This is an optimization exercise on Yosys and OpenROAD, whose aim is small area and a short achievable clock period, not a production implementation.
The RTL was checked by simulation tests, not by an equivalence proof against the original design.
Power figures rest on the tool's default switching activity, not on a simulated workload. The clock port is modelled as an ideal driver; clocking choices that lean on that would not hold on a real chip.

== fjord ==
## md4_stream_driver
module md4_stream_driver #(
  parameter int unsigned MSG_DEPTH  = 256,
  parameter int unsigned ADDR_W     = 8,
  parameter int unsigned SIZE_W     = 64,
  parameter int unsigned HASH_BYTES = 16
) (
  input  logic                    CLK,
  input  logic                    RESET_N,
  input  logic                    WR_EN,
  input  logic [ADDR_W-1:0]       WR_ADDR,
  input  logic [7:0]              WR_DATA,
  input  logic [SIZE_W-1:0]       MSG_LEN,
  input  logic                    START,
  output logic                    BUSY,
  output logic                    DONE,
  output logic                    ERROR,
  output logic [8*HASH_BYTES-1:0] DIGEST,
  output logic                    HC_START,
  input  logic                    HC_BUSY,
  input  logic                    HC_DONE,
  output logic [SIZE_W-1:0]       HC_SIZE,
  output logic [7:0]              HC_IN_BYTE,
  output logic                    HC_IN_EMPTY,
  input  logic                    HC_IN_READ,
  input  logic [7:0]              HC_OUT_BYTE,
  output logic                    HC_OUT_FULL,
  input  logic                    HC_OUT_WRITE
);
export LEC_CHECK = 0
export CAP_MARGIN = 20
export CORE_MARGIN = 2
export CORE_UTILIZATION = 60
export SETUP_SLACK_MARGIN = 3.0
export SLEW_MARGIN = 20
export SYNTH_HIERARCHICAL = 1
export TNS_END_PERCENT = 5
create_clock -name core_clock -period 5.5 [get_ports {CLK}]
standard.sh (not shown) runs the stock make flow with config.mk's settings and CLKGATE_MAP_FILE= SYNTH_SCRIPT=/design/flow/synth_recipe.tcl, a recipe that flattens the netlist after the stock synthesis.
==> flow/flow/run.sh <==
#!/bin/bash
# Standard ORFS layout (the standard.sh) with two changes:
#  - ports are buffered with buf_2 instead of the default delay buffer;
#  - clock tree synthesis clusters up to 30 sinks per leaf buffer within
#    80 um and inserts no dummy loads.
set -euo pipefail
export BUFFER_PORTS_ARGS="-buffer_cell sky130_fd_sc_hd__buf_2"
export CTS_ARGS="-sink_clustering_enable -repair_clock_nets -dont_use_dummy_load -sink_clustering_size 30 -sink_clustering_max_diameter 80"
bash standard.sh > standard_flow.log 2>&1
#### Input delta (raven over fjord)
- TNS_END_PERCENT: 5 -> unset
- CORE_UTILIZATION: 60 -> 72
[summary]
The wire length of the first global-routing pass number comes out higher for fjord vs raven. Relative to fjord, the number of antenna violations at the first check in global routing of raven is higher by 8. Run comparison: fjord end of the critical path r_buf[80][0]; raven end of the critical path r_buf[6][1]. raven vs fjord — overall power after layout dropped about 1.4%. Taking fjord as the reference point, the wire length of raven falls by about 4%. Cmp raven and fjord / proportion of layout cells with a drive suffix above 1 / higher: raven.
Relative to raven, the following input files were edited for amber:
- a change of SETUP_SLACK_MARGIN from 3.0 to 2.9
- a change of CORE_UTILIZATION from 72 to 60
## What came out
- amber against raven; routed wirelength normalized by instance count is up slightly.
- Summary of amber over raven: power attributed to combinational cells has decreased; post-detailed-routing wire length has increased.
--- input diff amber..violet ---
- swapping 2.9 for 3.0 in SETUP_SLACK_MARGIN
## What came out
- Compared with amber, in violet count of clock-buffer cells in the layout went down 2.0%; met1 routing resource usage after global routing dropped 0.92 points; layout-stage area growth over the synthesis result increased by 1.5 points relative to the old numbers.
- Reported for amber and violet, reported max-cap violation count turned out identical to the last digit.
- violet vs amber, critical path endpoint: r_part_n[20] vs r_buf[124][6]
- Comparing violet with amber, the post-synthesis instance total came out essentially unchanged.
- Clock network power share down 0.2 points in violet wrt amber


== run 1 ==
md4_stream_driver, a different RTL version from the one above (not shown whole).
Size: about 2400 flip-flops, about 300 I/O pins, about 85000 um^2 of cells after synthesis.
// md4_stream_driver
module md4_stream_driver #(
  parameter int unsigned MSG_DEPTH  = 256,
  parameter int unsigned ADDR_W     = 8,
  parameter int unsigned SIZE_W     = 64,
  parameter int unsigned HASH_BYTES = 16
) (
  input  logic                    CLK,
  input  logic                    RESET_N,
  input  logic                    WR_EN,
  input  logic [ADDR_W-1:0]       WR_ADDR,
  input  logic [7:0]              WR_DATA,
  input  logic [SIZE_W-1:0]       MSG_LEN,
  input  logic                    START,
  output logic                    BUSY,
  output logic                    DONE,
  output logic                    ERROR,
  output logic [8*HASH_BYTES-1:0] DIGEST,
  output logic                    HC_START,
  input  logic                    HC_BUSY,
  input  logic                    HC_DONE,
  output logic [SIZE_W-1:0]       HC_SIZE,
  output logic [7:0]              HC_IN_BYTE,
  output logic                    HC_IN_EMPTY,
  input  logic                    HC_IN_READ,
  input  logic [7:0]              HC_OUT_BYTE,
  output logic                    HC_OUT_FULL,
  input  logic                    HC_OUT_WRITE
);
export LEC_CHECK = 0
export CAP_MARGIN = 20
export CORE_MARGIN = 2
export CORE_UTILIZATION = 60
export SETUP_SLACK_MARGIN = 3.1
export SLEW_MARGIN = 20
export SYNTH_HIERARCHICAL = 1
create_clock -name core_clock -period 5.5 [get_ports {CLK}]
==> flow/flow/run.sh <==
#!/bin/bash
# Standard ORFS layout (the standard.sh) with two changes:
#  - ports are buffered with buf_1 instead of the default delay buffer;
#  - clock tree synthesis clusters up to 30 sinks per leaf buffer within
#    80 um and inserts no dummy loads.
set -euo pipefail
export BUFFER_PORTS_ARGS="-buffer_cell sky130_fd_sc_hd__buf_1"
export CTS_ARGS="-sink_clustering_enable -repair_clock_nets -dont_use_dummy_load -sink_clustering_size 30 -sink_clustering_max_diameter 80"
bash standard.sh > standard_flow.log 2>&1
Run 1: full flow OK, the timing, design-rule and antenna checks passed
Setup changes, run 1 to run 2
Settings: a change of SETUP_SLACK_MARGIN from 3.1 to 3.0.
==> flow/flow/run.sh <==
#!/bin/bash
# Standard ORFS layout (the standard.sh) with two changes:
#  - ports are buffered with buf_2 instead of the default delay buffer;
#  - clock tree synthesis clusters up to 30 sinks per leaf buffer within
#    80 um and inserts no dummy loads.
set -euo pipefail
export BUFFER_PORTS_ARGS="-buffer_cell sky130_fd_sc_hd__buf_2"
export CTS_ARGS="-sink_clustering_enable -repair_clock_nets -dont_use_dummy_load -sink_clustering_size 30 -sink_clustering_max_diameter 80"
bash standard.sh > standard_flow.log 2>&1
Findings:
Run 2 went all the way through the flow, and no timing, DRC or antenna check failed.
Run 1: full flow OK, the timing, design-rule and antenna checks passed
Taking run 1 as the reference, in run 2 wire length of the first global-routing pass decreased about 1.7%, core utilization shrank by 0.45 points, worst hold slack after final layout climbed 0.012 ns, number of cells in the design after placement ~0 delta.
Looking at clock network fraction of design power, run 2 sits 0.2 points below run 1.
Run 1 vs run 2, beginning of the critical path: MSG_LEN[39] vs r_col_n[1]$_SDFFE_PN0P_
Compared with run 1, run 2 degrades placement-stage worst setup slack.
Looking at number of buffer and inverter stages on the critical path, run 2 sits below run 1.
Compared with run 1, in run 2 final wirelength lower, pin count of the biggest net entering global routing moved up, combinational cell fraction of total power neither gained nor lost much.
Going from run 1 to run 2, the buffers inserted during post-CTS setup optimization was found to have gone down by 24.

separate check: timing with driven ports:
In the flow no input, the clock included, has a driving cell. The finished layouts below were timed again as built, in two steps.
Step 1 (the two cells are an assumption about what drives the block):
set clk [get_ports {CLK}]
set_driving_cell -lib_cell sky130_fd_sc_hd__clkbuf_16 $clk
set_driving_cell -lib_cell sky130_fd_sc_hd__buf_2 [delete_from_list [all_inputs] $clk]
Step 2 adds t to the input delays and takes it off the output delays; t is the mean of the earliest and latest rising clock arrival at the registers after step 1. Input paths then give back, and output paths get back, about the clock's delay inside the block.
Slacks: ideal ports / drivers / drivers and shift; pairs: ideal ports / drivers.
run	shift t [ns]	setup slack, ns	hold slack, ns	clock arrival spread, ns
fjord	0.808	2.739 / 2.746 / 1.938	0.454 / 0.454 / 0.454	0.073 / 0.072
raven	0.787	2.812 / 2.732 / 1.944	0.468 / 0.468 / 0.468	0.072 / 0.073
amber	0.806	2.703 / 2.754 / 1.948	0.455 / 0.455 / 0.455	0.090 / 0.090
violet	0.813	2.909 / 2.909 / 2.165	0.459 / 0.459 / 0.459	0.086 / 0.086
run 1	0.804	2.932 / 2.986 / 2.187	0.431 / 0.372 / 0.470	0.104 / 0.104
run 2	0.803	2.963 / 2.963 / 2.284	0.442 / 0.389 / 0.467	0.084 / 0.085
After both steps setup and hold are still met in every run listed. For raven, which loses most, drivers alone change the setup slack by -0.080 ns; drivers and shift together by -0.868 ns.
